Context: an optimization exercise on an open-source flow, tuned for small area, a short achievable clock period and few clock cycles per item. The choices shown serve that exercise and are no tape-out recipe.
RTL that was checked went through simulation tests only; none was proved equivalent to the original.

// muldiv_unit
module muldiv_unit (
    input  logic        clk,
    input  logic        rst,
    input  logic        start,
    input  logic [2:0]  op,
    input  logic [31:0] a,
    input  logic [31:0] b,
    output logic        busy,
    output logic [31:0] hi,
    output logic [31:0] lo
);
    function automatic logic [5:0] clz32(input logic [31:0] v);
        clz32 = 6'd32;
        for (int i = 0; i < 32; i++)
            if (v[i]) clz32 = 6'(31 - i);
    endfunction
    function automatic logic [31:0] cneg(input logic [31:0] x, input logic s);
        logic o;
        o = 1'b0;
        for (int i = 0; i < 32; i++) begin
            cneg[i] = x[i] ^ (s & o);
            o = o | x[i];
        end
    endfunction
    logic        busy_r, first;
    logic [3:0]  cnt;
    logic [1:0]  opr;
    logic        qneg_r, aneg_r, bneg_r;
    logic [31:0] X;
    logic [34:0] M;
    assign busy = busy_r;
    logic is_mul, sgn_mul, sgn_div, sgn;
    assign is_mul  = ~opr[1];
    assign sgn_mul = (opr == 2'd0);
    assign sgn_div = (opr == 2'd2);
    assign sgn     = sgn_mul | sgn_div;
    logic xneg, mneg;
    assign xneg = sgn_div & X[31];
    assign mneg = sgn_div & M[31];
    logic [5:0] cx, cm;
    assign cx = clz32(X ^ {32{sgn & X[31]}});
    assign cm = clz32(M[31:0] ^ {32{sgn & M[31]}});
    logic       swap;
    logic [5:0] cmax, nbits;
    logic [2:0] nd;
    assign swap  = cm > cx;
    assign cmax  = swap ? cm : cx;
    assign nbits = 6'd32 + {5'd0, sgn_mul} - cmax;
    always_comb begin
  ...
export LEC_CHECK = 0
export ABC_AREA = 1
export CAP_MARGIN = 20
export CORE_MARGIN = 2
export CORE_UTILIZATION = 40
export SLEW_MARGIN = 20
export SYNTH_HIERARCHICAL = 1
create_clock -name core_clock -period 150.0 [get_ports {clk}]
standard.sh (not shown) runs the stock make flow with config.mk's settings and CLKGATE_MAP_FILE= SYNTH_SCRIPT=/design/flow/synth_recipe.tcl, a recipe that flattens the netlist after the stock synthesis.
==> flow/flow/run.sh <==
#!/bin/bash
# Layout flow: the standard ORFS flow (standard.sh) with two changes.
#  1. Synthesis maps the logic with flow/abc_area.script, an area-oriented
#     ABC script (map -a, then buffering and sizing). Registers are mapped
#     before ABC runs, so they are exactly the standard synthesis's.
#  2. Ports are buffered with sky130_fd_sc_hd__buf_2 cells.
# Each tool's log is under orfs/logs/; make's own output is in flow_make.log.
set -euo pipefail
W=$(pwd)
rm -rf "$W/scripts_mod"
cp -r "$FLOW_HOME/scripts" "$W/scripts_mod"
cp "$W/flow/abc_area.script" "$W/scripts_mod/abc_area.script"
export SCRIPTS_DIR="$W/scripts_mod"
export BUFFER_PORTS_ARGS="-buffer_cell sky130_fd_sc_hd__buf_2"
bash "$W/standard.sh" > "$W/flow_make.log" 2>&1
==> flow/flow/abc_area.script <==
strash
dch
map -a
topo
stime -c
buffer -c
upsize -c
dnsize -c
Testbench counts at the start, summed over its fixed seeds: cycles 40,931, ops 12,000.
Then changed:
--- a/flow/design.v
+++ b/flow/design.v
@@ -42,45 +42,49 @@
     assign cm = clz32(M[31:0] ^ {32{sgn & M[31]}});
     logic       swap;
     logic [5:0] cmax, nbits;
     logic [2:0] nd;
     assign swap  = cm > cx;
     assign cmax  = swap ? cm : cx;
     assign nbits = 6'd32 + {5'd0, sgn_mul} - cmax;
     always_comb begin
         nd = 3'((nbits + 6'd7) >> 3);
         if (nd == 3'd0) nd = 3'd1;
     end
-    logic [6:0] dd;
-    logic [3:0] dj;
+    logic [5:0] lza;
+    logic signed [6:0] dd;
     logic [4:0] nq;
-    assign dd = {1'b0, cm} - {1'b0, cx} + {6'd0, xneg};
-    assign dj = dd[6] ? 4'd0 : (dd[5] ? 4'd15 : dd[4:1]);
-    assign nq = {1'b0, dj} + 5'd1;
+    assign lza = xneg ? (cx - 6'd1) : cx;
+    assign dd  = 7'({1'b0, cm}) - 7'({1'b0, lza});
+    always_comb begin
+        if (dd[6]) nq = 5'd1;
+        else if (dd > 7'sd30) nq = 5'd16;
+        else nq = 5'((dd + 7'sd2) >> 1);
+    end
     logic bzero;
     assign bzero = (M[31:0] == 32'd0);
     logic [4:0] ntot;
     always_comb begin
         if (is_mul) ntot = {2'd0, nd};
         else if (bzero) ntot = 5'd1;
         else ntot = nq;
     end
     logic [31:0] Xa;
     assign Xa = cneg(X, xneg);
     logic [31:0] mplr0;
     logic [32:0] shin;
     logic [3:0]  shj;
     logic [34:0] shout;
     assign mplr0 = swap ? M[31:0] : X;
     assign shin  = is_mul ? {1'b0, mplr0} : {M[31:0], 1'b0};
-    assign shj   = is_mul ? {nd[1:0] == 2'd0 ? 2'd0 : ~nd[1:0] + 2'd1, 2'b00} : dj;
+    assign shj   = is_mul ? {nd[1:0] == 2'd0 ? 2'd0 : ~nd[1:0] + 2'd1, 2'b00} : 4'(nq - 5'd1);
     assign shout = {{2{mneg}}, shin} << {shj, 1'b0};
     logic [32:0] mcand;
     logic [31:0] mplr;
     logic [8:0]  dig;
     logic        corr;
     logic [63:0] pin, psh, pnew;
     logic [42:0] ws;
     assign mcand = first ? {sgn_mul & (swap ? X[31] : M[31]), (swap ? X : M[31:0])} : M[32:0];
     assign mplr  = first ? shout[31:0] : X;
     assign dig   = mplr[31:23];
     assign corr  = first & ~sgn_mul & mplr[31];
@@ -586,23 +590,25 @@
     always_comb begin
         logic ai, ad;
         ai = 1'b1;
         ad = 1'b1;
         for (int i = 0; i < 23; i++) begin
             upi[i] = up[i] ^ ai;
             upd[i] = up[i] ^ ad;
             ai = ai & up[i];
             ad = ad & ~up[i];
         end
     end
-    mdu_sel3 u_sel (.s(ws[42:41]), .a(up), .i(upi), .d(upd), .y(unew));
+    for (genvar i = 0; i < 23; i++) begin : g_usel
+        mdu_sel3 u_sel (.s(ws[42:41]), .a(up[i]), .i(upi[i]), .d(upd[i]), .y(unew[i]));
+    end
     assign pnew = {unew, ws[40:0]};
     logic [31:0] rin, qin, r1, r2, qout;
     logic [34:0] dn;
     logic        q0, q1;
     assign rin = first ? Xa : hi;
     assign dn  = first ? (shout ^ {35{~mneg}}) : M;
     assign qin = first ? 32'd0 : lo;
     logic [32:0] c0;
     logic [31:0] s0;
     logic bneg;
     assign bneg = first ? mneg : bneg_r;
@@ -690,35 +696,29 @@
             end
             X <= mplr << 8;
             if (is_mul) begin
                 M <= {2'b00, mcand};
             end else begin
                 M <= {2'b11, dn[34:2]};
             end
         end
     end
 endmodule
 module mdu_sel3 (
-    input  logic [1:0]  s,
-    input  logic [22:0] a,
-    input  logic [22:0] i,
-    input  logic [22:0] d,
-    output logic [22:0] y
+    input  logic [1:0] s,
+    input  logic       a,
+    input  logic       i,
+    input  logic       d,
+    output logic       y
 );
-    always_comb begin
-        case (s)
-            2'b01:   y = i;
-            2'b11:   y = d;
-            default: y = a;
-        endcase
-    end
+    assign y = s[0] ? (s[1] ? d : i) : a;
 endmodule
 module mdu_fa (
     input  logic a,
     input  logic b,
     input  logic c,
     output logic s,
     output logic co
 );
     assign s  = a ^ b ^ c;
     assign co = (a & b) | (a & c) | (b & c);
 endmodule
Outcome:
- The changed run produced a clean layout
- global-route usage grows by 0.75 points
- count of clock-buffer cells in the layout went down by 9
- worst setup slack gets better by 0.36 ns
- die area falls slightly
- sequential share of layout area goes up by 0.10 points
Function not checked in the second run of this note: the RTL went through the layout flow alone.

port drivers added, routing unchanged:
The results above use ideal ports. As a check the final layouts listed here were re-extracted and re-timed, cells and wires unchanged. Step 1 (the two cells are an assumption about what drives the block):
set clk [get_ports {clk}]
set_driving_cell -lib_cell sky130_fd_sc_hd__clkbuf_16 $clk
set_driving_cell -lib_cell sky130_fd_sc_hd__buf_2 [delete_from_list [all_inputs] $clk]
Step 2, shift: input delay + t, output delay - t, t = (earliest + latest rising clock arrival at the registers) / 2. This alone moves slack from input paths to output paths. Slacks: ideal ports / drivers / drivers and shift; pairs: ideal ports / drivers.
run	shift t [ns]	slack for setup (ns)	worst setup path after step 2
the first run	0.549	118.394 / 118.339 / 118.267	input to register
the second run	0.564	118.755 / 118.692 / 118.323	input to register
After both steps setup and hold are still met in every run listed. The setup slack of the second run, which loses most, moves by -0.063 ns with the drivers and by -0.432 ns with both steps.
